This design comes from an exercise in tuning for small area, a short achievable clock period and few clock cycles per item on the open sky130 flow, not from production work. The RTL was checked by simulation tests, not by an equivalence proof against the original design.

**flow/design.v**
```verilog
`default_nettype none
package aes_pkg;
	localparam int unsigned AES_NB = 4;
	localparam int unsigned AES_NR = 10;
	localparam int unsigned AES_BLOCK_W = 128;
	localparam int unsigned AES_WORD_W = 32;
	localparam int unsigned AES_BYTE_W = 8;
	typedef logic [AES_BYTE_W-1:0] aes_byte_t;
	typedef logic [AES_WORD_W-1:0] aes_word_t;
	typedef logic [$clog2(AES_NR+1)-1:0] aes_round_t;
	localparam aes_byte_t AES_RCON_INIT = 8'h01;
	localparam aes_byte_t AES_REDUCE = 8'h1b;
	typedef logic [AES_BLOCK_W-1:0] aes_block_u;
	function automatic aes_byte_t aes_xtime(input aes_byte_t b);
		aes_byte_t shifted;
		shifted = {b[AES_BYTE_W-2:0], 1'b0};
		aes_xtime = b[AES_BYTE_W-1] ? (shifted ^ AES_REDUCE) : shifted;
	endfunction
endpackage
`default_nettype wire
`default_nettype none
module aes_sbox_a (
	input  wire [7:0]  byte_i,
	output wire [11:0] mid_o
);
	wire U0, U1, U2, U3, U4, U5, U6, U7;
	assign {U0, U1, U2, U3, U4, U5, U6, U7} = byte_i;
	wire T1, T2, T3, T4, T5, T6, T7, T8, T9, T10;
	wire T11, T12, T13, T14, T15, T16, T17, T18, T19, T20;
	wire T21, T22, T23, T24, T25, T26, T27, M1, M2, M3;
	wire M4, M5, M6, M7, M8, M9, M10, M11, M12, M13;
	wire M14, M15, M16, M17, M18, M19, M20, M21, M22, M23;
	wire M24, M25, M26, M27, M28, M29, M30, M31, M32, M33;
	wire M34, M35, M36, M37, M38, M39, M40;
	aes_xor2 g0 (.a(U0), .b(U3), .y(T1));
	aes_xor2 g1 (.a(U0), .b(U5), .y(T2));
	aes_xor2 g2 (.a(U0), .b(U6), .y(T3));
	aes_xor2 g3 (.a(U3), .b(U5), .y(T4));
	aes_xor2 g4 (.a(U4), .b(U6), .y(T5));
	aes_xor2 g5 (.a(T1), .b(T5), .y(T6));
	aes_xor2 g6 (.a(U1), .b(U2), .y(T7));
	aes_xor2 g7 (.a(U7), .b(T6), .y(T8));
	aes_xor2 g8 (.a(U7), .b(T7), .y(T9));
	aes_xor2 g9 (.a(T6), .b(T7), .y(T10));
	aes_xor2 g10 (.a(U1), .b(U5), .y(T11));
	aes_xor2 g11 (.a(U2), .b(U5), .y(T12));
	aes_xor2 g12 (.a(T3), .b(T4), .y(T13));
	aes_xor2 g13 (.a(T6), .b(T11), .y(T14));
	aes_xor2 g14 (.a(T5), .b(T11), .y(T15));
	aes_xor2 g15 (.a(T5), .b(T12), .y(T16));
	aes_xor2 g16 (.a(T9), .b(T16), .y(T17));
	aes_xor2 g17 (.a(U3), .b(U7), .y(T18));
	aes_xor2 g18 (.a(T7), .b(T18), .y(T19));
	aes_xor2 g19 (.a(T1), .b(T19), .y(T20));
	aes_xor2 g20 (.a(U6), .b(U7), .y(T21));
	aes_xor2 g21 (.a(T7), .b(T21), .y(T22));
	aes_xor2 g22 (.a(T2), .b(T22), .y(T23));
	aes_xor2 g23 (.a(T2), .b(T10), .y(T24));
	aes_xor2 g24 (.a(T20), .b(T17), .y(T25));
	aes_xor2 g25 (.a(T3), .b(T16), .y(T26));
	aes_xor2 g26 (.a(T1), .b(T12), .y(T27));
	aes_nand2 g27 (.a(T13), .b(T6), .y(M1));
	aes_nand2 g28 (.a(T23), .b(T8), .y(M2));
	aes_xnor2 g29 (.a(T14), .b(M1), .y(M3));
	aes_nand2 g30 (.a(T19), .b(U7), .y(M4));
	aes_xor2 g31 (.a(M4), .b(M1), .y(M5));
	aes_nand2 g32 (.a(T3), .b(T16), .y(M6));
	aes_nand2 g33 (.a(T22), .b(T9), .y(M7));
	aes_xnor2 g34 (.a(T26), .b(M6), .y(M8));
	aes_nand2 g35 (.a(T20), .b(T17), .y(M9));
	aes_xor2 g36 (.a(M9), .b(M6), .y(M10));
	aes_nand2 g37 (.a(T1), .b(T15), .y(M11));
	aes_nand2 g38 (.a(T4), .b(T27), .y(M12));
	aes_xor2 g39 (.a(M12), .b(M11), .y(M13));
	aes_nand2 g40 (.a(T2), .b(T10), .y(M14));
	aes_xor2 g41 (.a(M14), .b(M11), .y(M15));
	aes_xnor2 g42 (.a(M3), .b(M2), .y(M16));
	aes_xor2 g43 (.a(M5), .b(T24), .y(M17));
	aes_xnor2 g44 (.a(M8), .b(M7), .y(M18));
	aes_xor2 g45 (.a(M10), .b(M15), .y(M19));
	aes_xor2 g46 (.a(M16), .b(M13), .y(M20));
	aes_xor2 g47 (.a(M17), .b(M15), .y(M21));
	aes_xor2 g48 (.a(M18), .b(M13), .y(M22));
	aes_xor2 g49 (.a(M19), .b(T25), .y(M23));
	aes_xnor2 g50 (.a(M22), .b(M23), .y(M24));
	aes_nand2 g51 (.a(M22), .b(M20), .y(M25));
	aes_xor2 g52 (.a(M21), .b(M25), .y(M26));
	aes_xnor2 g53 (.a(M20), .b(M21), .y(M27));
	aes_xor2 g54 (.a(M23), .b(M25), .y(M28));
	aes_nor2 g55 (.a(M28), .b(M27), .y(M29));
	aes_nor2 g56 (.a(M26), .b(M24), .y(M30));
	aes_nand2 g57 (.a(M20), .b(M23), .y(M31));
	aes_nor2 g58 (.a(M27), .b(M31), .y(M32));
	aes_xor2 g59 (.a(M27), .b(M25), .y(M33));
	aes_nand2 g60 (.a(M21), .b(M22), .y(M34));
	aes_nor2 g61 (.a(M24), .b(M34), .y(M35));
	aes_xor2 g62 (.a(M24), .b(M25), .y(M36));
	aes_xor2 g63 (.a(M21), .b(M29), .y(M37));
	aes_xor2 g64 (.a(M32), .b(M33), .y(M38));
	aes_xor2 g65 (.a(M23), .b(M30), .y(M39));
	aes_xor2 g66 (.a(M35), .b(M36), .y(M40));
	assign mid_o = {M37, M38, M39, M40, T7, T10, T3, T1, T4, T22, T15, U7};
endmodule
module aes_sbox_ak (
	input  wire [7:0]  byte_i,
	output wire [3:0] mid_o
);
	wire U0, U1, U2, U3, U4, U5, U6, U7;
	assign {U0, U1, U2, U3, U4, U5, U6, U7} = byte_i;
	wire T1, T2, T3, T4, T5, T6, T7, T8, T9, T10;
	wire T11, T12, T13, T14, T15, T16, T17, T18, T19, T20;
	wire T21, T22, T23, T24, T25, T26, T27, M1, M2, M3;
	wire M4, M5, M6, M7, M8, M9, M10, M11, M12, M13;
	wire M14, M15, M16, M17, M18, M19, M20, M21, M22, M23;
	wire M24, M25, M26, M27, M28, M29, M30, M31, M32, M33;
	wire M34, M35, M36, M37, M38, M39, M40;
	aes_xor2 g0 (.a(U0), .b(U3), .y(T1));
	aes_xor2 g1 (.a(U0), .b(U5), .y(T2));
	aes_xor2 g2 (.a(U0), .b(U6), .y(T3));
	aes_xor2 g3 (.a(U3), .b(U5), .y(T4));
	aes_xor2 g4 (.a(U4), .b(U6), .y(T5));
	aes_xor2 g5 (.a(T1), .b(T5), .y(T6));
	aes_xor2 g6 (.a(U1), .b(U2), .y(T7));
	aes_xor2 g7 (.a(U7), .b(T6), .y(T8));
	aes_xor2 g8 (.a(U7), .b(T7), .y(T9));
	aes_xor2 g9 (.a(T6), .b(T7), .y(T10));
	aes_xor2 g10 (.a(U1), .b(U5), .y(T11));
	aes_xor2 g11 (.a(U2), .b(U5), .y(T12));
	aes_xor2 g12 (.a(T3), .b(T4), .y(T13));
	aes_xor2 g13 (.a(T6), .b(T11), .y(T14));
	aes_xor2 g14 (.a(T5), .b(T11), .y(T15));
	aes_xor2 g15 (.a(T5), .b(T12), .y(T16));
	aes_xor2 g16 (.a(T9), .b(T16), .y(T17));
	aes_xor2 g17 (.a(U3), .b(U7), .y(T18));
	aes_xor2 g18 (.a(T7), .b(T18), .y(T19));
	aes_xor2 g19 (.a(T1), .b(T19), .y(T20));
	aes_xor2 g20 (.a(U6), .b(U7), .y(T21));
	aes_xor2 g21 (.a(T7), .b(T21), .y(T22));
	aes_xor2 g22 (.a(T2), .b(T22), .y(T23));
	aes_xor2 g23 (.a(T2), .b(T10), .y(T24));
	aes_xor2 g24 (.a(T20), .b(T17), .y(T25));
	aes_xor2 g25 (.a(T3), .b(T16), .y(T26));
	aes_xor2 g26 (.a(T1), .b(T12), .y(T27));
	aes_nand2 g27 (.a(T13), .b(T6), .y(M1));
	aes_nand2 g28 (.a(T23), .b(T8), .y(M2));
	aes_xnor2 g29 (.a(T14), .b(M1), .y(M3));
	aes_nand2 g30 (.a(T19), .b(U7), .y(M4));
	aes_xor2 g31 (.a(M4), .b(M1), .y(M5));
	aes_nand2 g32 (.a(T3), .b(T16), .y(M6));
	aes_nand2 g33 (.a(T22), .b(T9), .y(M7));
	aes_xnor2 g34 (.a(T26), .b(M6), .y(M8));
	aes_nand2 g35 (.a(T20), .b(T17), .y(M9));
	aes_xor2 g36 (.a(M9), .b(M6), .y(M10));
	aes_nand2 g37 (.a(T1), .b(T15), .y(M11));
	aes_nand2 g38 (.a(T4), .b(T27), .y(M12));
	aes_xor2 g39 (.a(M12), .b(M11), .y(M13));
	aes_nand2 g40 (.a(T2), .b(T10), .y(M14));
	aes_xor2 g41 (.a(M14), .b(M11), .y(M15));
	aes_xnor2 g42 (.a(M3), .b(M2), .y(M16));
	aes_xor2 g43 (.a(M5), .b(T24), .y(M17));
	aes_xnor2 g44 (.a(M8), .b(M7), .y(M18));
	aes_xor2 g45 (.a(M10), .b(M15), .y(M19));
	aes_xor2 g46 (.a(M16), .b(M13), .y(M20));
	aes_xor2 g47 (.a(M17), .b(M15), .y(M21));
	aes_xor2 g48 (.a(M18), .b(M13), .y(M22));
	aes_xor2 g49 (.a(M19), .b(T25), .y(M23));
	aes_xnor2 g50 (.a(M22), .b(M23), .y(M24));
	aes_nand2 g51 (.a(M22), .b(M20), .y(M25));
	aes_xor2 g52 (.a(M21), .b(M25), .y(M26));
	aes_xnor2 g53 (.a(M20), .b(M21), .y(M27));
	aes_xor2 g54 (.a(M23), .b(M25), .y(M28));
	aes_nor2 g55 (.a(M28), .b(M27), .y(M29));
	aes_nor2 g56 (.a(M26), .b(M24), .y(M30));
	aes_nand2 g57 (.a(M20), .b(M23), .y(M31));
	aes_nor2 g58 (.a(M27), .b(M31), .y(M32));
	aes_xor2 g59 (.a(M27), .b(M25), .y(M33));
	aes_nand2 g60 (.a(M21), .b(M22), .y(M34));
	aes_nor2 g61 (.a(M24), .b(M34), .y(M35));
	aes_xor2 g62 (.a(M24), .b(M25), .y(M36));
	aes_xor2 g63 (.a(M21), .b(M29), .y(M37));
	aes_xor2 g64 (.a(M32), .b(M33), .y(M38));
	aes_xor2 g65 (.a(M23), .b(M30), .y(M39));
	aes_xor2 g66 (.a(M35), .b(M36), .y(M40));
	assign mid_o = {M37, M38, M39, M40};
endmodule
module aes_sbox_b (
	input  wire [11:0] mid_i,
	output wire [7:0]  byte_o
);
	wire M37, M38, M39, M40, T7, T10, T3, T1, T4, T22;
	wire T15, U7;
	assign {M37, M38, M39, M40, T7, T10, T3, T1, T4, T22, T15, U7} = mid_i;
	wire R0, R1, R2, R3, R4, R5, R6, R7, R8, R9;
	wire R10;
	wire M41, M42, M43, M44, M45, M46, M47, M48, M49, M50;
	wire M51, M52, M53, M54, M55, M56, M57, M58, M59, M60;
	wire M61, M62, M63, L0, L1, L2, L3, L4, L5, L6;
	wire L7, L8, L9, L10, L11, L12, L13, L14, L15, L16;
	wire L17, L18, L19, L20, L21, L22, L23, L24, L25, L26;
	wire L27, L28, L29, S0, S1, S2, S3, S4, S5, S6;
	wire S7;
	aes_xor2 g0 (.a(T1), .b(T4), .y(R0));
	aes_xor2 g1 (.a(T7), .b(T10), .y(R1));
	aes_xor2 g2 (.a(T7), .b(U7), .y(R2));
	aes_xor2 g3 (.a(T3), .b(T4), .y(R3));
	aes_xor2 g4 (.a(T7), .b(T15), .y(R4));
	aes_xor2 g5 (.a(T15), .b(U7), .y(R5));
	aes_xor2 g6 (.a(T3), .b(T22), .y(R6));
	aes_xor2 g7 (.a(T10), .b(T15), .y(R7));
	aes_xor2 g8 (.a(T10), .b(R2), .y(R8));
	aes_xor2 g9 (.a(T1), .b(R6), .y(R9));
	aes_xor2 g10 (.a(T22), .b(R0), .y(R10));
	aes_xor2 g11 (.a(M38), .b(M40), .y(M41));
	aes_xor2 g12 (.a(M37), .b(M39), .y(M42));
	aes_xor2 g13 (.a(M37), .b(M38), .y(M43));
	aes_xor2 g14 (.a(M39), .b(M40), .y(M44));
	aes_xor2 g15 (.a(M42), .b(M41), .y(M45));
	aes_nand2 g16 (.a(M44), .b(R1), .y(M46));
	aes_nand2 g17 (.a(M40), .b(R8), .y(M47));
	aes_nand2 g18 (.a(M39), .b(U7), .y(M48));
	aes_nand2 g19 (.a(M43), .b(R4), .y(M49));
	aes_nand2 g20 (.a(M38), .b(R2), .y(M50));
	aes_nand2 g21 (.a(M37), .b(R5), .y(M51));
	aes_nand2 g22 (.a(M42), .b(T15), .y(M52));
	aes_nand2 g23 (.a(M45), .b(R7), .y(M53));
	aes_nand2 g24 (.a(M41), .b(T10), .y(M54));
	aes_nand2 g25 (.a(M44), .b(R3), .y(M55));
	aes_nand2 g26 (.a(M40), .b(R10), .y(M56));
	aes_nand2 g27 (.a(M39), .b(R9), .y(M57));
	aes_nand2 g28 (.a(M43), .b(T3), .y(M58));
	aes_nand2 g29 (.a(M38), .b(T22), .y(M59));
	aes_nand2 g30 (.a(M37), .b(R6), .y(M60));
	aes_nand2 g31 (.a(M42), .b(T1), .y(M61));
	aes_nand2 g32 (.a(M45), .b(T4), .y(M62));
	aes_nand2 g33 (.a(M41), .b(R0), .y(M63));
	aes_xor2 g34 (.a(M61), .b(M62), .y(L0));
	aes_xor2 g35 (.a(M50), .b(M56), .y(L1));
	aes_xor2 g36 (.a(M46), .b(M48), .y(L2));
	aes_xor2 g37 (.a(M47), .b(M55), .y(L3));
	aes_xor2 g38 (.a(M54), .b(M58), .y(L4));
	aes_xor2 g39 (.a(M49), .b(M61), .y(L5));
	aes_xnor2 g40 (.a(M62), .b(L5), .y(L6));
	aes_xnor2 g41 (.a(M46), .b(L3), .y(L7));
	aes_xor2 g42 (.a(M51), .b(M59), .y(L8));
	aes_xor2 g43 (.a(M52), .b(M53), .y(L9));
	aes_xnor2 g44 (.a(M53), .b(L4), .y(L10));
	aes_xnor2 g45 (.a(M60), .b(L2), .y(L11));
	aes_xor2 g46 (.a(M48), .b(M51), .y(L12));
	aes_xnor2 g47 (.a(M50), .b(L0), .y(L13));
	aes_xor2 g48 (.a(M52), .b(M61), .y(L14));
	aes_xnor2 g49 (.a(M55), .b(L1), .y(L15));
	aes_xnor2 g50 (.a(M56), .b(L0), .y(L16));
	aes_xnor2 g51 (.a(M57), .b(L1), .y(L17));
	aes_xnor2 g52 (.a(M58), .b(L8), .y(L18));
	aes_xnor2 g53 (.a(M63), .b(L4), .y(L19));
	aes_xor2 g54 (.a(L0), .b(L1), .y(L20));
	aes_xor2 g55 (.a(L1), .b(L7), .y(L21));
	aes_xor2 g56 (.a(L3), .b(L12), .y(L22));
	aes_xor2 g57 (.a(L18), .b(L2), .y(L23));
	aes_xor2 g58 (.a(L15), .b(L9), .y(L24));
	aes_xor2 g59 (.a(L6), .b(L10), .y(L25));
	aes_xor2 g60 (.a(L7), .b(L9), .y(L26));
	aes_xor2 g61 (.a(L8), .b(L10), .y(L27));
	aes_xor2 g62 (.a(L11), .b(L14), .y(L28));
	aes_xor2 g63 (.a(L11), .b(L17), .y(L29));
	aes_xor2 g64 (.a(L6), .b(L24), .y(S0));
	aes_xnor2 g65 (.a(L16), .b(L26), .y(S1));
	aes_xnor2 g66 (.a(L19), .b(L28), .y(S2));
	aes_xor2 g67 (.a(L6), .b(L21), .y(S3));
	aes_xor2 g68 (.a(L20), .b(L22), .y(S4));
	aes_xor2 g69 (.a(L25), .b(L29), .y(S5));
	aes_xnor2 g70 (.a(L13), .b(L27), .y(S6));
	aes_xnor2 g71 (.a(L6), .b(L23), .y(S7));
	assign byte_o = {S0, S1, S2, S3, S4, S5, S6, S7};
endmodule
module aes_sbox_bk (
	input  wire [11:0] mid_i,
	output wire [7:0]  byte_o
);
	wire M37, M38, M39, M40, U0, U1, U2, U3, U4, U5;
	wire U6, U7;
	assign {M37, M38, M39, M40, U0, U1, U2, U3, U4, U5, U6, U7} = mid_i;
	wire R0, R1, R2, R3, R4, R5, R6, R7, R8, R9;
	wire R10, R11, R12, R13, R14, R15, R16, R17, R18, R19;
	wire R20, R21, R22, R23;
	wire M41, M42, M43, M44, M45, M46, M47, M48, M49, M50;
	wire M51, M52, M53, M54, M55, M56, M57, M58, M59, M60;
	wire M61, M62, M63, L0, L1, L2, L3, L4, L5, L6;
	wire L7, L8, L9, L10, L11, L12, L13, L14, L15, L16;
	wire L17, L18, L19, L20, L21, L22, L23, L24, L25, L26;
	wire L27, L28, L29, S0, S1, S2, S3, S4, S5, S6;
	wire S7;
	aes_xor2 g0 (.a(U0), .b(U3), .y(R0));
	aes_xor2 g1 (.a(U0), .b(U5), .y(R1));
	aes_xor2 g2 (.a(U0), .b(U6), .y(R2));
	aes_xor2 g3 (.a(U3), .b(U5), .y(R3));
	aes_xor2 g4 (.a(U4), .b(U6), .y(R4));
	aes_xor2 g5 (.a(R0), .b(R4), .y(R5));
	aes_xor2 g6 (.a(U2), .b(U7), .y(R6));
	aes_xor2 g7 (.a(U1), .b(R6), .y(R7));
	aes_xor2 g8 (.a(R2), .b(R3), .y(R8));
	aes_xor2 g9 (.a(U1), .b(U5), .y(R9));
	aes_xor2 g10 (.a(R4), .b(R9), .y(R10));
	aes_xor2 g11 (.a(U2), .b(U5), .y(R11));
	aes_xor2 g12 (.a(R4), .b(R11), .y(R12));
	aes_xor2 g13 (.a(U1), .b(U3), .y(R13));
	aes_xor2 g14 (.a(R6), .b(R13), .y(R14));
	aes_xor2 g15 (.a(U0), .b(U1), .y(R15));
	aes_xor2 g16 (.a(R6), .b(R15), .y(R16));
	aes_xor2 g17 (.a(U1), .b(U6), .y(R17));
	aes_xor2 g18 (.a(R6), .b(R17), .y(R18));
	aes_xor2 g19 (.a(R0), .b(R11), .y(R19));
	aes_xor2 g20 (.a(U7), .b(R5), .y(R20));
	aes_xor2 g21 (.a(R10), .b(R19), .y(R21));
	aes_xor2 g22 (.a(U7), .b(R10), .y(R22));
	aes_xor2 g23 (.a(R1), .b(R18), .y(R23));
	aes_xor2 g24 (.a(M38), .b(M40), .y(M41));
	aes_xor2 g25 (.a(M37), .b(M39), .y(M42));
	aes_xor2 g26 (.a(M37), .b(M38), .y(M43));
	aes_xor2 g27 (.a(M39), .b(M40), .y(M44));
	aes_xor2 g28 (.a(M42), .b(M41), .y(M45));
	aes_nand2 g29 (.a(M44), .b(R5), .y(M46));
	aes_nand2 g30 (.a(M40), .b(R20), .y(M47));
	aes_nand2 g31 (.a(M39), .b(U7), .y(M48));
	aes_nand2 g32 (.a(M43), .b(R12), .y(M49));
	aes_nand2 g33 (.a(M38), .b(R7), .y(M50));
	aes_nand2 g34 (.a(M37), .b(R22), .y(M51));
	aes_nand2 g35 (.a(M42), .b(R10), .y(M52));
	aes_nand2 g36 (.a(M45), .b(R19), .y(M53));
	aes_nand2 g37 (.a(M41), .b(R21), .y(M54));
	aes_nand2 g38 (.a(M44), .b(R8), .y(M55));
	aes_nand2 g39 (.a(M40), .b(R23), .y(M56));
	aes_nand2 g40 (.a(M39), .b(R14), .y(M57));
	aes_nand2 g41 (.a(M43), .b(R2), .y(M58));
	aes_nand2 g42 (.a(M38), .b(R18), .y(M59));
	aes_nand2 g43 (.a(M37), .b(R16), .y(M60));
	aes_nand2 g44 (.a(M42), .b(R0), .y(M61));
	aes_nand2 g45 (.a(M45), .b(R3), .y(M62));
	aes_nand2 g46 (.a(M41), .b(R1), .y(M63));
	aes_xor2 g47 (.a(M61), .b(M62), .y(L0));
	aes_xor2 g48 (.a(M50), .b(M56), .y(L1));
	aes_xor2 g49 (.a(M46), .b(M48), .y(L2));
	aes_xor2 g50 (.a(M47), .b(M55), .y(L3));
	aes_xor2 g51 (.a(M54), .b(M58), .y(L4));
	aes_xor2 g52 (.a(M49), .b(M61), .y(L5));
	aes_xnor2 g53 (.a(M62), .b(L5), .y(L6));
	aes_xnor2 g54 (.a(M46), .b(L3), .y(L7));
	aes_xor2 g55 (.a(M51), .b(M59), .y(L8));
	aes_xor2 g56 (.a(M52), .b(M53), .y(L9));
	aes_xnor2 g57 (.a(M53), .b(L4), .y(L10));
	aes_xnor2 g58 (.a(M60), .b(L2), .y(L11));
	aes_xor2 g59 (.a(M48), .b(M51), .y(L12));
	aes_xnor2 g60 (.a(M50), .b(L0), .y(L13));
	aes_xor2 g61 (.a(M52), .b(M61), .y(L14));
	aes_xnor2 g62 (.a(M55), .b(L1), .y(L15));
	aes_xnor2 g63 (.a(M56), .b(L0), .y(L16));
	aes_xnor2 g64 (.a(M57), .b(L1), .y(L17));
	aes_xnor2 g65 (.a(M58), .b(L8), .y(L18));
	aes_xnor2 g66 (.a(M63), .b(L4), .y(L19));
	aes_xor2 g67 (.a(L0), .b(L1), .y(L20));
	aes_xor2 g68 (.a(L1), .b(L7), .y(L21));
	aes_xor2 g69 (.a(L3), .b(L12), .y(L22));
	aes_xor2 g70 (.a(L18), .b(L2), .y(L23));
	aes_xor2 g71 (.a(L15), .b(L9), .y(L24));
	aes_xor2 g72 (.a(L6), .b(L10), .y(L25));
	aes_xor2 g73 (.a(L7), .b(L9), .y(L26));
	aes_xor2 g74 (.a(L8), .b(L10), .y(L27));
	aes_xor2 g75 (.a(L11), .b(L14), .y(L28));
	aes_xor2 g76 (.a(L11), .b(L17), .y(L29));
	aes_xor2 g77 (.a(L6), .b(L24), .y(S0));
	aes_xnor2 g78 (.a(L16), .b(L26), .y(S1));
	aes_xnor2 g79 (.a(L19), .b(L28), .y(S2));
	aes_xor2 g80 (.a(L6), .b(L21), .y(S3));
	aes_xor2 g81 (.a(L20), .b(L22), .y(S4));
	aes_xor2 g82 (.a(L25), .b(L29), .y(S5));
	aes_xnor2 g83 (.a(L13), .b(L27), .y(S6));
	aes_xnor2 g84 (.a(L6), .b(L23), .y(S7));
	assign byte_o = {S0, S1, S2, S3, S4, S5, S6, S7};
endmodule
module aes_xor2 (
	input  wire a,
	input  wire b,
	output wire y
);
	assign y = a ^ b;
endmodule
module aes_xnor2 (
	input  wire a,
	input  wire b,
	output wire y
);
	assign y = ~(a ^ b);
endmodule
module aes_nand2 (
	input  wire a,
	input  wire b,
	output wire y
);
	assign y = ~(a & b);
endmodule
module aes_nor2 (
	input  wire a,
	input  wire b,
	output wire y
);
	assign y = ~(a | b);
endmodule
`default_nettype wire
`default_nettype none
module aes_xorv #(
	parameter int W = 8
) (
	input  wire [W-1:0] a,
	input  wire [W-1:0] b,
	output wire [W-1:0] y
);
	assign y = a ^ b;
endmodule
module aes_andnv #(
	parameter int W = 8
) (
	input  wire [W-1:0] a,
	input  wire         s,
	output wire [W-1:0] y
);
	assign y = a & ~{W{s}};
endmodule
module aes_xtime (
	input  wire [7:0] a,
	output wire [7:0] y
);
	aes_xorv #(.W(3)) red_i (
		.a({a[3], a[2], a[0]}),
		.b({3{a[7]}}),
		.y({y[4], y[3], y[1]})
	);
	assign {y[7], y[6], y[5], y[2], y[0]} = {a[6], a[5], a[4], a[1], a[7]};
endmodule
module aes_mix_column (
	input  wire [31:0] col_i,
	output wire [31:0] col_o
);
	wire [7:0] a [4];
	wire [7:0] p [4];    
	wire [7:0] x [4];    
	wire [7:0] q [4];    
	for (genvar i = 0; i < 4; i++) begin : g_col
		assign a[i] = col_i[31-8*i -: 8];
		aes_xorv #(.W(8)) p_i (.a(a[i]), .b(a[(i + 1) % 4]), .y(p[i]));
		aes_xtime x_i (.a(p[i]), .y(x[i]));
		aes_xorv #(.W(8)) q_i (.a(a[(i + 1) % 4]), .b(p[(i + 2) % 4]), .y(q[i]));
		aes_xorv #(.W(8)) o_i (.a(q[i]), .b(x[i]), .y(col_o[31-8*i -: 8]));
	end
endmodule
module aes_round (
	input  wire aes_pkg::aes_block_u sub_i,
	input  wire aes_pkg::aes_block_u round_key_i,
	output aes_pkg::aes_block_u      state_o,
	output aes_pkg::aes_block_u      final_o
);
	aes_pkg::aes_block_u shift_state;
	aes_pkg::aes_block_u mix_state;
	always_comb begin
		for (int c = 0; c < 4; c++) begin
			for (int r = 0; r < 4; r++) begin
				shift_state[127-8*(4*c + r) -: 8] = sub_i[127-8*(4*((c + r) % 4) + r) -: 8];
			end
		end
	end
	for (genvar c = 0; c < 4; c++) begin : g_mix
		aes_mix_column mix_i (
			.col_i(shift_state[127-32*c -: 32]),
			.col_o(mix_state[127-32*c -: 32])
		);
	end
	assign state_o = mix_state;
	aes_xorv #(.W(128)) fin_i (.a(shift_state), .b(round_key_i), .y(final_o));
endmodule
`default_nettype wire
`default_nettype none
module aes_key_expander (
	input  wire aes_pkg::aes_block_u key_i,
	input  wire aes_pkg::aes_byte_t  rcon_i,
	input  wire aes_pkg::aes_word_t  sub_i,
	output aes_pkg::aes_block_u      key_o
);
	aes_pkg::aes_word_t w0;
	aes_pkg::aes_word_t w01;
	aes_pkg::aes_word_t w23;
	aes_pkg::aes_block_u early;
	assign w0 = key_i[127:96] ^ {rcon_i, 24'h000000};
	assign w01 = w0 ^ key_i[95:64];
	assign w23 = key_i[63:32] ^ key_i[31:0];
	assign early = {w0, w01, w01 ^ key_i[63:32], w01 ^ w23};
	aes_xorv #(.W(128)) sub_x (.a(early), .b({4{sub_i}}), .y(key_o));
endmodule
`default_nettype wire
`default_nettype none
module aes128_enc (
	input  wire                      clock_clk_i,
	input  wire                      arst_n_i,
	input  wire                      in_req_i,
	output logic                     in_ack_o,
	input  wire aes_pkg::aes_block_u plaintext_i,
	input  wire aes_pkg::aes_block_u key_i,
	output logic                     out_req_o,
	input  wire                      out_ack_i,
	output aes_pkg::aes_block_u      ciphertext_o
);
	logic ack_q;
	logic                a_valid_q;
	logic                a_parked_q;
	logic                a_first_q;
	aes_pkg::aes_byte_t  a_rcon_q;
	aes_pkg::aes_block_u a_state_q;
	aes_pkg::aes_block_u a_key_q;
	logic                b_valid_q;
	logic                b_parked_q;
	logic                b_first_q;
	aes_pkg::aes_byte_t  b_rcon_q;
	logic [16*12-1:0]    b_mid_q;
	aes_pkg::aes_block_u b_key_q;
	logic [4*4-1:0]      b_kmid_q;
	logic                capture_q;
	logic                deliver_q;
	logic                park_q;
	logic                out_full_q;
	logic                out_req_q;
	aes_pkg::aes_block_u ct_q;
	logic [16*12-1:0]    mid;
	logic [4*4-1:0]      kmid;
	aes_pkg::aes_block_u sub_state;
	aes_pkg::aes_word_t  key_sub;
	aes_pkg::aes_block_u round_key;
	aes_pkg::aes_block_u mix_state;
	aes_pkg::aes_block_u final_out;
	aes_pkg::aes_block_u mix_kept;
	aes_pkg::aes_block_u whitened;
	aes_pkg::aes_block_u add_key;
	aes_pkg::aes_block_u state_next;
	logic other_parked;
	logic out_full_next;
	logic n_done;
	logic n_deliver;
	logic n_park;
	logic n_capture;
	assign other_parked = a_valid_q && a_parked_q;
	assign out_full_next = deliver_q || (out_full_q && (out_req_q || out_ack_i));
	assign n_done = a_valid_q && (a_parked_q || a_rcon_q == 8'h36);
	assign n_deliver = n_done && !out_full_next && (!park_q || (a_parked_q && a_first_q));
	assign n_park = n_done && !n_deliver;
	assign n_capture = in_req_i && !ack_q && !capture_q && (!a_valid_q || n_deliver);
	for (genvar i = 0; i < 16; i++) begin : g_sbox
		aes_sbox_a sbox_i (
			.byte_i(a_state_q[127-8*i -: 8]),
			.mid_o (mid[12*i +: 12])
		);
	end
	for (genvar i = 0; i < 4; i++) begin : g_ksbox
		aes_sbox_ak sbox_i (
			.byte_i(a_key_q[127-8*(12 + (i + 1) % 4) -: 8]),
			.mid_o (kmid[4*i +: 4])
		);
	end
	for (genvar i = 0; i < 16; i++) begin : g_sbox_out
		aes_sbox_b sbox_i (
			.mid_i (b_mid_q[12*i +: 12]),
			.byte_o(sub_state[127-8*i -: 8])
		);
	end
	for (genvar i = 0; i < 4; i++) begin : g_ksbox_out
		aes_sbox_bk sbox_i (
			.mid_i ({b_kmid_q[4*i +: 4], b_key_q[127-8*(12 + (i + 1) % 4) -: 8]}),
			.byte_o(key_sub[31-8*i -: 8])
		);
	end
	aes_key_expander key_expander_i (
		.key_i (b_key_q),
		.rcon_i(b_rcon_q),
		.sub_i (key_sub),
		.key_o (round_key)
	);
	aes_round round_i (
		.sub_i      (sub_state),
		.round_key_i(round_key),
		.state_o    (mix_state),
		.final_o    (final_out)
	);
	aes_andnv #(.W(128)) mix_kept_i (.a(mix_state), .s(capture_q), .y(mix_kept));
	aes_xorv #(.W(128)) whiten_i (.a(plaintext_i), .b(key_i), .y(whitened));
	assign add_key = capture_q ? whitened : round_key;
	aes_xorv #(.W(128)) ark_i (.a(mix_kept), .b(add_key), .y(state_next));
	always_ff @(posedge clock_clk_i or negedge arst_n_i) begin
		if (!arst_n_i) begin
			ack_q <= 1'b0;
			a_valid_q <= 1'b0;
			a_parked_q <= 1'b0;
			a_first_q <= 1'b0;
			b_valid_q <= 1'b0;
			b_parked_q <= 1'b0;
			b_first_q <= 1'b0;
			capture_q <= 1'b0;
			deliver_q <= 1'b0;
			park_q <= 1'b0;
			out_full_q <= 1'b0;
			out_req_q <= 1'b0;
		end else begin
			if (capture_q) begin
				ack_q <= 1'b1;
			end else if (!in_req_i) begin
				ack_q <= 1'b0;
			end
			a_valid_q <= capture_q || (b_valid_q && !deliver_q);
			a_parked_q <= park_q;
			a_first_q <= park_q && (b_first_q || !other_parked);
			b_valid_q <= a_valid_q;
			b_parked_q <= a_parked_q;
			b_first_q <= a_first_q;
			capture_q <= n_capture;
			deliver_q <= n_deliver;
			park_q <= n_park;
			if (deliver_q) begin
				out_req_q <= 1'b1;
			end else if (out_ack_i) begin
				out_req_q <= 1'b0;
			end
			out_full_q <= out_full_next;
		end
	end
	always_ff @(posedge clock_clk_i) begin
		a_state_q <= state_next;
		if (capture_q) begin
			a_key_q <= key_i;
			a_rcon_q <= 8'h01;
		end else begin
			if (park_q) begin
				a_key_q <= b_parked_q ? b_key_q : final_out;
			end else begin
				a_key_q <= round_key;
			end
			a_rcon_q <= aes_pkg::aes_xtime(b_rcon_q);
		end
		b_mid_q <= mid;
		b_key_q <= a_key_q;
		b_kmid_q <= kmid;
		b_rcon_q <= a_rcon_q;
		if (deliver_q) begin
			ct_q <= b_parked_q ? b_key_q : final_out;
		end
	end
	assign in_ack_o = ack_q;
	assign out_req_o = out_req_q;
	assign ciphertext_o = ct_q;
endmodule
`default_nettype wire
```
**flow/flow/run.sh**
```bash
#!/bin/bash
# Standard layout (the standard.sh, unchanged synthesis) with the
# resizer asked for more setup margin than the 10 ns clock needs, so that it
# sizes up the slow XOR chains, and plain buffers on the ports; the clock
# period and constraints are the standard flow's.
cp standard.sh standard_sh.log
export SETUP_SLACK_MARGIN=6.35
export BUFFER_PORTS_ARGS="-buffer_cell sky130_fd_sc_hd__buf_2"
bash standard.sh > standard.log 2>&1
```
**flow/standard.sh**
```bash
#!/bin/bash
# synth_recipe.tcl (not shown) runs the flow's synth.tcl, then flattens the netlist and writes it again
# the make line also repeats each setting of config.mk as NAME=value (left out here)
make -C /OpenROAD-flow-scripts/flow DESIGN_CONFIG=/design/flow/config.mk WORK_HOME=/design/flow/orfs CLKGATE_MAP_FILE= SYNTH_SCRIPT=/design/flow/synth_recipe.tcl "${@:-finish}"
```
**flow/config.mk**
```make
export PLATFORM = sky130hd
export DESIGN_NAME = aes128_enc
export DESIGN_NICKNAME = aes128_enc
export VERILOG_FILES = /design/flow/design.v
export SDC_FILE = /design/flow/constraint.sdc
export NUM_CORES = 4
export LEC_CHECK = 0
export CAP_MARGIN = 20
export CORE_MARGIN = 2
export CORE_UTILIZATION = 40
export SLEW_MARGIN = 20
export SYNTH_HIERARCHICAL = 1
```
**flow/constraint.sdc**
```tcl
create_clock -name core_clock -period 10.0 [get_ports {clock_clk_i}]
set_input_delay 2.0000 -clock core_clock [delete_from_list [all_inputs] [get_ports {clock_clk_i}]]
set_output_delay 2.0000 -clock core_clock [all_outputs]
set_load 0.01 [all_outputs]
```
==> impl_results.rst, run 1 <==
.. list-table::
   :header-rows: 1

   * - Metric
     - Value
   * - Width of the die
     - 386 µm
   * - Class of the tightest hold or removal check
     - reg -> reg
   * - Number of cells on the worst hold path
     - 0
   * - Number of register bits inferred by synthesis
     - 748
   * - Die Y
     - 386 µm
   * - Crit-path slowest cell
     - sky130_fd_sc_hd__xor2_2
   * - Setup repair after global routing missed its margin
     - yes
   * - Number of cells after detailed placement
     - 7802
   * - Chain of cells forming the critical path
     - xor2_1 -> xor2_1 -> nand2_1 -> xor2_1 -> xnor2_1 -> xor2_1 -> xnor2_2 -> buf_4 -> xor2_1 -> xor2_1 -> xor2_2 -> nor2b_2 -> xor2_1
   * - R2R Path End
     - a_state_q[78]
   * - Vias post-DR
     - 38600
   * - Net count of the finished layout
     - 6376
   * - Number of buffers on the longest clock path
     - 3
   * - Fin. max-slew vios
     - 0
   * - Cell Area, Synth
     - 58300 µm²
   * - Core Rows
     - 140
   * - Initial Util
     - 0.402
   * - Async set-reset flop share out of synthesis
     - 0.0160
   * - Post-Syn Instances
     - between 5000 and 6000
   * - DRT Pass-1 Iters
     - 8
   * - Number of violations reported at the end of detailed-routing iteration 0
     - 2840
   * - Half-perimeter wire length after placement
     - 149000 µm
   * - Number of global-route vias before repair
     - between 30000 and 40000
   * - Cell Count, Final, Fillers Out
     - 8109
   * - Setup tns final
     - 0 ps
   * - Clk sink count
     - 748
   * - Critical path startpoint category
     - flop
   * - Inserted Clock Buffers
     - 89
   * - Synthesized netlist net count
     - 6256
   * - Clock tree from TritonCTS
     - done
   * - Tightest slew margin relative to the limit
     - 0.223
   * - Clock H-tree levels
     - 3
   * - PortBufs
     - 389
   * - Final hold slack
     - around 310 ps
   * - Area delta synth->final
     - 15.1%
   * - Overall global routing resource usage
     - 0.242
   * - Post-route cell area
     - 67200 µm²
   * - Number of remaining DRC errors
     - 0
   * - Clock latency at the later pin of the worst-skew pair
     - 730 ps
   * - Overall overflow remaining after global route
     - 0
   * - Clock tree root driver cell
     - sky130_fd_sc_hd__clkbuf_16
   * - Crit path capture type
     - flop
   * - Routability congestion estimate
     - 0.939
   * - Setup Crit Path Kind
     - reg -> reg
   * - Clock period minus final worst setup slack
     - approximately 3700 ps
   * - Number of buffer and inverter instances along the worst setup path
     - 1
   * - Clock transition time at the flip-flop clock pins of the worst setup and hold paths
     - 60 ps
   * - Pin count of the biggest net entering global routing
     - 129
   * - IO Count
     - 390
   * - Transition time at the pin with the least slew margin
     - 1170 ps
   * - Max incr delay on CP
     - between 400 and 500 ps
   * - Hold path endpoint
     - b_key_q[110]
   * - Maximum fanout count along the critical path
     - 3
   * - Synth warnings
     - 9
   * - CP Data Arrival Time
     - 4330 ps
   * - Avg Cell Area, Syn
     - 9.73 µm²
   * - Hold path startpoint
     - a_key_q[110]
   * - Floorplan die area
     - 149000 µm²
   * - Detail-routed via count per cell
     - 4.76
   * - Distinct cell type count of the synthesized netlist
     - 35
   * - Max-cap violations
     - 0
   * - Number of setup violations in the final report
     - 0
   * - Initial antenna violation count
     - 10
   * - Reg2reg setup slack
     - roughly 6300 ps
   * - Fraction of the cycle the final worst path needs
     - 0.370
   * - Cell depth of the worst flop-to-flop path
     - 13
   * - Placement-stage cell area
     - 59000 µm²
   * - Global-route wire length before repair
     - 262000 µm
   * - Result of the run
     - no timing/DRC/antenna violations
   * - Critical Path RT
     - ~11000 ps
   * - Antenna-violating nets left
     - 0
   * - Area of the core region
     - 145000 µm²
   * - Post-synth EDFFs
     - 128
   * - Total Routed Length
     - 186000 µm
   * - Fraction of final layout cells sized beyond drive strength 1
     - 0.222
   * - CP top delay family
     - XOR/XNOR gates
   * - WL/cell
     - 23.0 µm
   * - Cell repeated most along the worst path
     - sky130_fd_sc_hd__xor2_1
   * - Hold violation count in the final report
     - 0
   * - Source of the worst register-to-register timing path
     - b_mid_q[115]
   * - Sequential element share of the synthesized area
     - 0.280
   * - Post-synth top flop
     - sky130_fd_sc_hd__dfxtp_1
   * - Final setup skew
     - roughly 43 ps
   * - Highest achievable clock rate
     - 0.270 GHz
[worst register-to-register path, cell delays in order (launching register included)]
cell and delay (ps):
sky130_fd_sc_hd__dfxtp_1 400, sky130_fd_sc_hd__xor2_1 250, sky130_fd_sc_hd__xor2_1 170, sky130_fd_sc_hd__nand2_1 80, sky130_fd_sc_hd__xor2_1 170, sky130_fd_sc_hd__xnor2_1 350, sky130_fd_sc_hd__xor2_1 290, sky130_fd_sc_hd__xnor2_2 140
sky130_fd_sc_hd__buf_4 170, sky130_fd_sc_hd__xor2_1 300, sky130_fd_sc_hd__xor2_1 290, sky130_fd_sc_hd__xor2_2 450, sky130_fd_sc_hd__nor2b_2 330, sky130_fd_sc_hd__xor2_1 220
[flip-flops by register name (all words and copies together), names as in the netlist]
signal,flops
a_first_q,1
a_key_q,128
a_parked_q,1
a_rcon_q,8
a_state_q,128
a_valid_q,1
ack_q,1
b_first_q,1
b_key_q,128
b_kmid_q,16
b_mid_q,192
b_parked_q,1
b_rcon_q,8
b_valid_q,1
capture_q,1
ct_q,128
deliver_q,1
out_full_q,1
out_req_q,1
park_q,1
[layout make-up]
| cell class | instances | area [µm²] |
|---|---|---|
| clock inverters | 43 | 479 |
| fillers | 13500 | 78100 |
| inverters | 28 | 105 |
| flip-flops and latches | 748 | 16400 |
| diodes | 1 | 2.50 |
| repair buffers | 564 | 3620 |
| clock buffers | 123 | 2570 |
| well taps | 1917 | 2400 |
| multi-input cells | 4685 | 41600 |
[routing by layer]
layer | part of all wire | up-vias | global-route usage
li1 | - | 18300 | -
met1 | 0.43 | 18900 | 0.319
met2 | 0.45 | 1159 | 0.388
met3 | 0.067 | 275 | 0.0436
met4 | 0.047 | 0 | 0.103
met5 | 0 | - | 0
[modules after synthesis (local to each module, per instance), excerpt]
module,times used,flip-flops and latches,area (µm²),cells inside
aes_xtime,16,0,37.5,5
aes_sbox_bk,4,0,60.1,8
aes128_enc,1,748,22800,1494
aes_nor2,80,0,3.75,1
aes_xnor2,400,0,8.76,1
aes_xor2,1752,0,8.76,1
aes_sbox_b,16,0,60.1,8
aes_key_expander,1,0,1570,136
aes_nand2,600,0,3.75,1
aes_sbox_a,16,0,90.1,12
[worst max path at each step]
stage,start,end,slack (ps),depth (start not counted)
2_1_floorplan,b_key_q[16],a_key_q[122],6790,14
3_3_place_gp,b_key_q[0],a_key_q[47],5340,13
3_5_place_dp,b_key_q[0],a_key_q[47],5340,13
4_1_cts,b_key_q[28],a_key_q[38],6220,13
5_1_grt,b_mid_q[117],a_state_q[78],6100,12
6_report,b_mid_q[115],a_state_q[78],6300,13
[Yosys cell counts, drive strengths merged, types with 32 or more instances]
cell	n	area [µm²]
xor2	2712	23800
nand2	729	2740
dfxtp	608	12200
buf	517	3980
xnor2	467	4090
mux2	256	3330
nor2b	133	832
o21ai	130	651
edfxtp	128	3840
mux2i	128	1280
nor2	85	319
xnor3	32	721
[per-stage QoR]
| step | util | setup WS (ps) |
|---|---|---|
| after floorplan | - | 6790 |
| after global placement | 0.406 | 5340 |
| after detailed placement | 0.406 | 5340 |
| after CTS | 0.445 | 6220 |
| after global routing | 0.462 | 6100 |
| final | 0.462 | 6300 |
[layout by cell type, fill, tap and decap left out, drive strengths merged]
master    synthesis  routed
buf             517     564
xnor2           467     467
xnor3            32      32
or2               1       1
xor2           2712    2712
diode             0       1
a21boi            1       1
clkinv            0      28
inv              28      33
and2              2       2
nand2           729     729
a21o              2       2
nor2b           133     133
mux2i           128     128
clkbuf           18     123
edfxtp          128     128
bufinv            0       8
nand4             1       1
a41oi             1       1
mux2            256     256
a21bo             1       1
o21ai           130     130
clkinvlp          0       2
dfxtp           608     608
nor3b             1       1
nor4bb            1       1
nor2             85      85
nand3             1       1
dfrtp            12      12
o2bb2ai           1       1
[kinds of logic (layout without fill, tap and decap cells)]
| group | count (synthesis) | count (layout) | synth area share |
|---|---|---|---|
| xor+xnor | 3211 | 3211 | 0.491 |
| simple gates | 954 | 954 | 0.0674 |
| flops | 748 | 748 | 0.280 |
| buf+inv | 563 | 758 | 0.0712 |
| mux | 384 | 384 | 0.0791 |
| compound gates | 136 | 136 | 0.0120 |
| other cells | 0 | 1 | 0 |
[what timing repair did]
action,in CTS,in global routing
buffers inserted,62,78
gates cloned,0,0
hold buffers,0,0
gates resized for setup,237,249
pin swaps,33,52
endpoints found under the setup margin,367,317
Testbench counts, summed over its fixed seeds: cycles 3,880, items 384.
==> run 2, diff against run 1 <==
--- a/flow/flow/run.sh
+++ b/flow/flow/run.sh
@@ -4,6 +4,6 @@
 # sizes up the slow XOR chains, and plain buffers on the ports; the clock
 # period and constraints are the standard flow's.
 cp standard.sh standard_sh.log
-export SETUP_SLACK_MARGIN=6.35
+export SETUP_SLACK_MARGIN=6.2
 export BUFFER_PORTS_ARGS="-buffer_cell sky130_fd_sc_hd__buf_2"
 bash standard.sh > standard.log 2>&1
--- a/flow/config.mk
+++ b/flow/config.mk
@@ -8,5 +8,6 @@
 export CAP_MARGIN = 20
 export CORE_MARGIN = 2
 export CORE_UTILIZATION = 40
+export GPL_TIMING_DRIVEN = 1
 export SLEW_MARGIN = 20
 export SYNTH_HIERARCHICAL = 1
==> run 2 against run 1 <==
  * First-iteration DRC count shrank 2.4%
  * Still clean
  * Critical path depth is the same
  * Routed wire length shrank 1.4%
==> impl_results.rst, run 2 <==
.. list-table::
   :header-rows: 1

   * - Metric
     - Value
   * - Result of the run
     - no timing/DRC/antenna violations
   * - Number of diodes added for antenna fixing
     - 0
   * - Avg Cell Area, Syn
     - about 9.7 µm²
   * - PortBufs
     - 389
   * - Number of remaining DRC errors
     - 0
   * - Total Routed Length
     - 184000 µm
   * - Commonest non-fill, non-tap cell in the layout
     - sky130_fd_sc_hd__xor2_1
   * - Final setup skew
     - 39.1 ps
   * - Clock tree from TritonCTS
     - done
   * - Most area-consuming cells after synthesis
     - sky130_fd_sc_hd__xor2_1, sky130_fd_sc_hd__dfxtp_1, sky130_fd_sc_hd__xnor2_1
   * - Maximum fanout count along the critical path
     - 5
   * - Area of the core region
     - 145000 µm²
   * - Largest family of logic cells by synthesized area
     - XOR/XNOR gates
   * - Synthesized netlist net count
     - 6256
   * - Highest achievable clock rate
     - around 0.27 GHz
   * - Clock H-tree levels
     - 3
   * - Count leader, synth
     - sky130_fd_sc_hd__xor2_1
   * - Number of register bits inferred by synthesis
     - 748
   * - Xor/xnor share of the synthesized area
     - 0.491
   * - Post-synth EDFFs
     - 128
   * - R2R Path End
     - a_key_q[125]
   * - Sequential element share of the synthesized area
     - 0.280
   * - Clock transition time at the flip-flop clock pins of the worst setup and hold paths
     - 60 ps
   * - Share of the synthesized area in the top cell type
     - 0.406
   * - Post-Syn Instances
     - approximately 6000
   * - IO Count
     - 390
   * - Detail-routed via count per cell
     - about 4.8
   * - Distinct cell type count of the synthesized netlist
     - 35
   * - Hold path startpoint
     - a_key_q[102]
   * - Core Rows
     - 140
   * - Half-perimeter wire length after placement
     - 149000 µm
   * - Net count of the finished layout
     - around 6300
   * - Vias post-DR
     - between 30000 and 40000
   * - WL/cell
     - 22.8 µm
   * - Critical path startpoint category
     - flop
   * - Fin util
     - 0.450
   * - Number of buffers on the longest clock path
     - 3
   * - Post-Synth Adder-Cell Area
     - 0
   * - Width of the die
     - 386 µm
   * - Synth warnings
     - 9
   * - Initial Util
     - 0.402
   * - Setup Crit Path Kind
     - reg -> reg
   * - Register containing the most flip-flops in the final layout
     - b_mid_q
   * - Share of the synthesized area in compound gates (AO/OA/AOI/OAI)
     - 0.0120
   * - Worst slack at placement
     - 5500 ps
   * - Overall overflow remaining after global route
     - 0
   * - Clock latency at the later pin of the worst-skew pair
     - 740 ps
   * - Fin. max-slew vios
     - 0
   * - Transition time at the pin with the least slew margin
     - about 1200 ps
   * - Floorplan die area
     - 149000 µm²
   * - Antenna-violating nets left
     - 0
   * - Fraction of final layout cells sized beyond drive strength 1
     - 0.196
   * - Number of setup violations in the final report
     - 0
   * - Overall global routing resource usage
     - 0.240
   * - Fin worst setup slack
     - 6300 ps
   * - Setup tns final
     - 0 ps
   * - Clock tree root driver cell
     - sky130_fd_sc_hd__clkbuf_16
   * - Commonest cells in the netlist
     - sky130_fd_sc_hd__xor2_1, sky130_fd_sc_hd__nand2_1, sky130_fd_sc_hd__dfxtp_1
   * - Clk sink count
     - 748
   * - Cell depth of the worst flop-to-flop path
     - 13
   * - Tightest slew margin relative to the limit
     - 0.195
   * - Hold path endpoint
     - b_key_q[102]
   * - Pin count of the biggest net entering global routing
     - 83
   * - Area delta synth->final
     - 11.9%
   * - Critical Path RT
     - 10590 ps
   * - Async set-reset flop share out of synthesis
     - 0.0160
   * - Class of the tightest hold or removal check
     - reg -> reg
   * - Number of cells on the worst hold path
     - 0
   * - Final hold slack
     - roughly 310 ps
   * - Number of global-route vias before repair
     - between 30000 and 40000
   * - Cell Area, Synth
     - a little under 60000 µm²
   * - Initial antenna violation count
     - 10
   * - Setup repair after global routing missed its margin
     - yes
   * - CP Data Arrival Time
     - 4290 ps
   * - Post-synth top flop
     - sky130_fd_sc_hd__dfxtp_1
   * - Inserted Clock Buffers
     - 88
   * - Reg2reg setup slack
     - ~6300 ps
   * - Share of cell area taken by muxes after synthesis
     - 0.0791
   * - Number of flip-flops in the largest register
     - 192
   * - Max-cap violations
     - 0
   * - Global-route wire length before repair
     - approximately 260000 µm
   * - Top library cells by usage in the layout, fill and taps aside
     - sky130_fd_sc_hd__xor2_1, sky130_fd_sc_hd__nand2_1, sky130_fd_sc_hd__dfxtp_1
   * - Die Y
     - just under 400 µm
   * - Number of violations reported at the end of detailed-routing iteration 0
     - about 2800
   * - Hold violation count in the final report
     - 0
   * - Routability congestion estimate
     - roughly 0.95
   * - Crit path capture type
     - flop
   * - Source of the worst register-to-register timing path
     - b_key_q[17]
   * - Fraction of the cycle the final worst path needs
     - 0.370
   * - Synth Area in Simple Gates
     - 0.0674
   * - DRT Pass-1 Iters
     - 5
   * - Clock period minus final worst setup slack
     - between 3000 and 4000 ps
   * - Synth area leader
     - sky130_fd_sc_hd__xor2_1
-- run 2: cell count changes in the layout (fill, tap and decap cells not counted), sizes merged --
cell / delta
buf: -54
clkinv: -5
inv: +5
bufinv: -2
clkbuf: +2
clkinvlp: -1
diode: -1
-- run 2: logic make-up after synthesis --
| logic type | count (synthesis) |
|---|---|
| xor gates and xnor gates | 3211 |
| and+or+nand+nor | 954 |
| DFF | 748 |
| buffers and inverters | 563 |
| muxes | 384 |
| AOI/OAI and AO/OA | 136 |
-- run 2: repair_timing --
| item | 4_1_cts | 5_1_grt |
|---|---|---|
| pin swaps | 14 | 26 |
| hold buffers | 0 | 0 |
| buffers inserted | 28 | 52 |
| endpoints found under the setup margin | 311 | 287 |
| resized for setup | 142 | 184 |
-- run 2: critical path, stage by stage, from the launching register on --
cell and delay [ps]:
sky130_fd_sc_hd__dfxtp_1 490, sky130_fd_sc_hd__xor2_2 310, sky130_fd_sc_hd__xor2_1 260, sky130_fd_sc_hd__nand2_1 170
sky130_fd_sc_hd__xor2_1 200, sky130_fd_sc_hd__xnor2_1 320, sky130_fd_sc_hd__xor2_1 130, sky130_fd_sc_hd__xnor2_1 380
sky130_fd_sc_hd__buf_4 300, sky130_fd_sc_hd__xor2_4 340, sky130_fd_sc_hd__xor2_1 130, sky130_fd_sc_hd__mux2_4 330
sky130_fd_sc_hd__mux2i_1 130, sky130_fd_sc_hd__o21ai_1 70
-- run 2: cell type report --
| cell class | instances | area, µm² |
|---|---|---|
| multi-input combinational | 4685 | 40400 |
| tap | 1917 | 2400 |
| clock buffer | 125 | 2510 |
| sequential | 748 | 16400 |
| inverter | 28 | 105 |
| timing repair buffer | 510 | 3070 |
| fill | 13800 | 79900 |
| clock inverter | 40 | 478 |
-- run 2: stage by stage --
| stage | std cells | cell area [µm²] |
|---|---|---|
| global route | 8053 | 65300 |
| CTS | 8001 | 63500 |
| detailed placement | 7808 | 59000 |
| global placement | 7808 | 59000 |
| finish | 8053 | 65300 |
| floorplan | 5996 | 58300 |
-- run 2: worst max-delay path by stage --
stage	start	to
after CTS	b_key_q[7]	a_key_q[46]
after detailed placement	b_key_q[16]	a_key_q[26]
after floorplan	deliver_q	park_q
after global routing	b_key_q[21]	a_key_q[122]
final	b_key_q[17]	a_key_q[125]
after global placement	b_key_q[16]	a_key_q[26]
-- run 2: modules after synthesis, one instance, submodules excluded, excerpt --
module,copies in the design,flops+latches,cells,cell area (µm²)
aes_xtime,16,0,5,37.5
aes_sbox_ak,4,0,4,30.0
aes_nor2,80,0,1,3.75
aes_nand2,600,0,1,3.75
aes_xnor2,400,0,1,8.76
aes_sbox_a,16,0,12,90.1
aes_sbox_b,16,0,8,60.1
aes128_enc,1,748,1494,22800
aes_key_expander,1,0,136,1570
aes_sbox_bk,4,0,8,60.1
aes_xor2,1752,0,1,8.76
-- run 2: per-layer routing --
metal  track usage  up-vias  share of wire
met1         0.329    18700           0.45
met4        0.0911        0          0.040
met2         0.382     1120           0.45
li1              -    18300              -
met5             0        -              0
met3        0.0321      227          0.063
==> run 3, diff against run 2 <==
--- a/flow/config.mk
+++ b/flow/config.mk
@@ -8,6 +8,5 @@
 export CAP_MARGIN = 20
 export CORE_MARGIN = 2
 export CORE_UTILIZATION = 40
-export GPL_TIMING_DRIVEN = 1
 export SLEW_MARGIN = 20
 export SYNTH_HIERARCHICAL = 1
==> run 3 against run 2 <==
  * Maximum frequency is the same
  * Non-clock buffer count stayed put
  * Flip-flop and latch count unchanged
  * Clock skew stayed put
  * Clock-buffer cell count did not move
  * Global-route usage unchanged
  * Die area did not move
  * Via count unchanged
  * Register-to-register slack barely moved
  * Critical endpoint unchanged
==> impl_results.rst, run 3 <==
.. list-table::
   :header-rows: 1

   * - Metric
     - Value
   * - Number of violations reported at the end of detailed-routing iteration 0
     - 2773
   * - Post-Syn Instances
     - 5996
   * - Fill count
     - around 14000
   * - Most area-consuming cells after synthesis
     - sky130_fd_sc_hd__xor2_1, sky130_fd_sc_hd__dfxtp_1, sky130_fd_sc_hd__xnor2_1
   * - Net count of the finished layout
     - 6321
   * - Critical Path RT
     - 10590 ps
   * - Detail-routed via count per cell
     - 4.76
   * - Number of global-route vias before repair
     - 38100
   * - Max-cap violations
     - 0
   * - Hold-fix buffer count after cts
     - 0
   * - Final setup skew
     - a little under 40 ps
   * - Sequential element share of the synthesized area
     - 0.280
   * - Setup repair after global routing missed its margin
     - yes
   * - Crit path capture type
     - flop
   * - Clock tree from TritonCTS
     - done
   * - Inserted Clock Buffers
     - 88
   * - Post-synth top flop
     - sky130_fd_sc_hd__dfxtp_1
   * - Setup Crit Path Kind
     - reg -> reg
   * - Count leader, synth
     - sky130_fd_sc_hd__xor2_1
   * - Chain of cells forming the critical path
     - xor2_2 -> xor2_1 -> nand2_1 -> xor2_1 -> xnor2_1 -> xor2_1 -> xnor2_1 -> buf_4 -> xor2_4 -> xor2_1 -> mux2_4 -> mux2i_1 -> o21ai_1
   * - Final hold slack
     - 314 ps
   * - Hold violation count in the final report
     - 0
   * - Overall global routing resource usage
     - 0.240
   * - Synth warnings
     - 9
   * - Width of the die
     - 386 µm
   * - Clock period minus final worst setup slack
     - ~3700 ps
   * - Total Routed Length
     - 184000 µm
   * - Global-route wire length before repair
     - 259000 µm
   * - Distinct cell type count of the synthesized netlist
     - 35
   * - Initial antenna violation count
     - 10
   * - Floorplan die area
     - about 150000 µm²
   * - Cell repeated most along the worst path
     - sky130_fd_sc_hd__xor2_1
   * - Area delta synth->final
     - 11.9%
   * - Vias post-DR
     - 38400
   * - Area of the core region
     - 145000 µm²
   * - IO Count
     - 390
   * - DRT Pass-1 Iters
     - 5
   * - Clock H-tree levels
     - 3
   * - Top library cells by usage in the layout, fill and taps aside
     - sky130_fd_sc_hd__xor2_1, sky130_fd_sc_hd__nand2_1, sky130_fd_sc_hd__dfxtp_1
   * - Result of the run
     - no timing/DRC/antenna violations
   * - Class of the tightest hold or removal check
     - reg -> reg
   * - Reg2reg setup slack
     - 6300 ps
   * - Tightest slew margin relative to the limit
     - 0.195
   * - Die Y
     - roughly 390 µm
   * - Antenna-violating nets left
     - 0
   * - CP Data Arrival Time
     - between 4000 and 5000 ps
   * - Critical path startpoint category
     - flop
   * - Clock transition time at the flip-flop clock pins of the worst setup and hold paths
     - 60 ps
   * - Fin util
     - 0.450
   * - Overall overflow remaining after global route
     - 0
   * - Max incr delay on CP
     - roughly 490 ps
   * - Avg Cell Area, Syn
     - slightly below 10 µm²
   * - Highest achievable clock rate
     - between 0.2 and 0.3 GHz
   * - WL/cell
     - about 23 µm
   * - Crit-path slowest cell
     - sky130_fd_sc_hd__dfxtp_1
   * - Worst slack at placement
     - roughly 5500 ps
   * - Half-perimeter wire length after placement
     - approximately 150000 µm
   * - Number of setup violations in the final report
     - 0
   * - Register containing the most flip-flops in the final layout
     - b_mid_q
   * - Number of flip-flops in the largest register
     - 192
   * - Routability congestion estimate
     - 0.952
   * - Synth area leader
     - sky130_fd_sc_hd__xor2_1
   * - Fraction of final layout cells sized beyond drive strength 1
     - 0.196
   * - Clock latency at the later pin of the worst-skew pair
     - 740 ps
   * - Async set-reset flop share out of synthesis
     - 0.0160
   * - Fraction of the cycle the final worst path needs
     - 0.370
   * - Maximum fanout count along the critical path
     - 5
   * - Number of diodes added for antenna fixing
     - 0
   * - Initial Util
     - 0.402
   * - Setup tns final
     - 0 ps
   * - Transition time at the pin with the least slew margin
     - 1200 ps
   * - Commonest non-fill, non-tap cell in the layout
     - sky130_fd_sc_hd__xor2_1
   * - Core Rows
     - 140
   * - Cell Area, Synth
     - 58300 µm²
   * - Number of buffers on the longest clock path
     - 3
   * - Fin worst setup slack
     - 6300 ps
   * - Share of the synthesized area in the top cell type
     - 0.406
   * - Clk sink count
     - 748
   * - Post-synth EDFFs
     - between 100 and 150
   * - Clock tree root driver cell
     - sky130_fd_sc_hd__clkbuf_16
   * - Number of remaining DRC errors
     - 0
   * - Commonest cells in the netlist
     - sky130_fd_sc_hd__xor2_1, sky130_fd_sc_hd__nand2_1, sky130_fd_sc_hd__dfxtp_1
   * - Number of register bits inferred by synthesis
     - between 700 and 800
   * - Fin. max-slew vios
     - 0
   * - Pin count of the biggest net entering global routing
     - 83
   * - PortBufs
     - 389
   * - Synthesized netlist net count
     - between 6000 and 7000
-- run 3: area by class of cell --
| cell class | count | area [µm²] | share of cell area |
|---|---|---|---|
| tap | 1917 | 2400 | 0.0367 |
| multi-input combinational | 4685 | 40400 | 0.618 |
| inverter | 28 | 105 | 0.00161 |
| clock inverter | 40 | 478 | 0.00732 |
| sequential | 748 | 16400 | 0.251 |
| clock buffer | 125 | 2510 | 0.0385 |
| timing repair buffer | 510 | 3070 | 0.0470 |
-- run 3: worst paths after layout --
check | depth (start not counted) | end | startpoint
min in group asynchronous | 1 | out_full_q | arst_n_i
setup / recovery | 13 | a_key_q[125] | b_key_q[17]
hold reg to reg | 0 | b_key_q[102] | a_key_q[102]
max in group asynchronous | 1 | b_parked_q | arst_n_i
setup reg to reg | 13 | a_key_q[125] | b_key_q[17]
hold / removal | 0 | b_key_q[102] | a_key_q[102]
-- run 3: routing by layer --
| layer | up-vias | GRT usage | routed length [µm] |
|---|---|---|---|
| met3 | 227 | 0.0321 | 11500 |
| met1 | 18700 | 0.329 | 82100 |
| met4 | 0 | 0.0911 | 7410 |
| met5 | - | 0 | 0 |
| li1 | 18300 | - | - |
| met2 | 1120 | 0.382 | 82700 |
-- run 3: through the flow --
step                      instance area (µm²)  std cells
after floorplan                         58300       5996
after global placement                  59000       7808
after detailed placement                59000       7808
after CTS                               63500       8001
after global routing                    65300       8053
final                                   65300       8053
-- run 3: cell families after synthesis --
family,Yosys count,synth area share
AO/OA/AOI/OAI,136,0.0120
buffers and inverters,563,0.0712
multiplexers,384,0.0791
AND/OR/NAND/NOR,954,0.0674
XOR/XNOR,3211,0.491
flip-flops,748,0.280
-- run 3: what timing repair did --
item                                   4_1_cts  5_1_grt
setup endpoints to repair                  311      287
endpoints found under the hold margin        0        0
pin swaps                                   14       26
gates resized for setup                    142      184
buffers inserted                            28       52
-- run 3: per-module statistics from Yosys, one instance, submodules excluded, a selection --
module            flip-flops and latches  cells  copies in the design  area, µm²
aes128_enc                           748   1494                     1      22800
aes_key_expander                       0    136                     1       1570
aes_sbox_a                             0     12                    16       90.1
aes_sbox_bk                            0      8                     4       60.1
aes_xtime                              0      5                    16       37.5
aes_sbox_ak                            0      4                     4       30.0
-- run 3: worst max-delay path: cells and delay by family, from the launching register on --
| kind | cells | cell delay, ps |
|---|---|---|
| xor+xnor | 8 | 2070 |
| compound gates | 1 | 70 |
| mux | 2 | 460 |
| flops | 1 | 490 |
| buf+inv | 1 | 300 |
| simple gates | 1 | 170 |

==> re-timing with driven ports <==
Ports are ideal in the flow. The routed layouts listed here were re-timed in OpenROAD. Step 1: set_driving_cell puts a clkbuf_16 on clock_clk_i and a buf_2 on each other input, an assumption about the parent block. Step 2 moves the port delays by t, midway between the first and last clock arrival at a register: inputs arrive t later, outputs are due t later. That takes back most of the time a late clock gives input paths. Three values: ideal ports, drivers, drivers and shift; two values: the first two.
run | t (ns) | setup slack, ns | worst setup path after step 2 | clock arrival spread, ns | worst register clock-pin slew, ns
run 1 | 0.793 | 6.301 / 6.301 / 6.301 | register to register | 0.044 / 0.044 | 0.07 / 0.07
run 2 | 0.801 | 6.296 / 6.296 / 6.296 | register to register | 0.039 / 0.039 | 0.07 / 0.07
run 3 | 0.801 | 6.296 / 6.296 / 6.296 | register to register | 0.039 / 0.039 | 0.07 / 0.07
After both steps setup and hold are still met in every run listed.
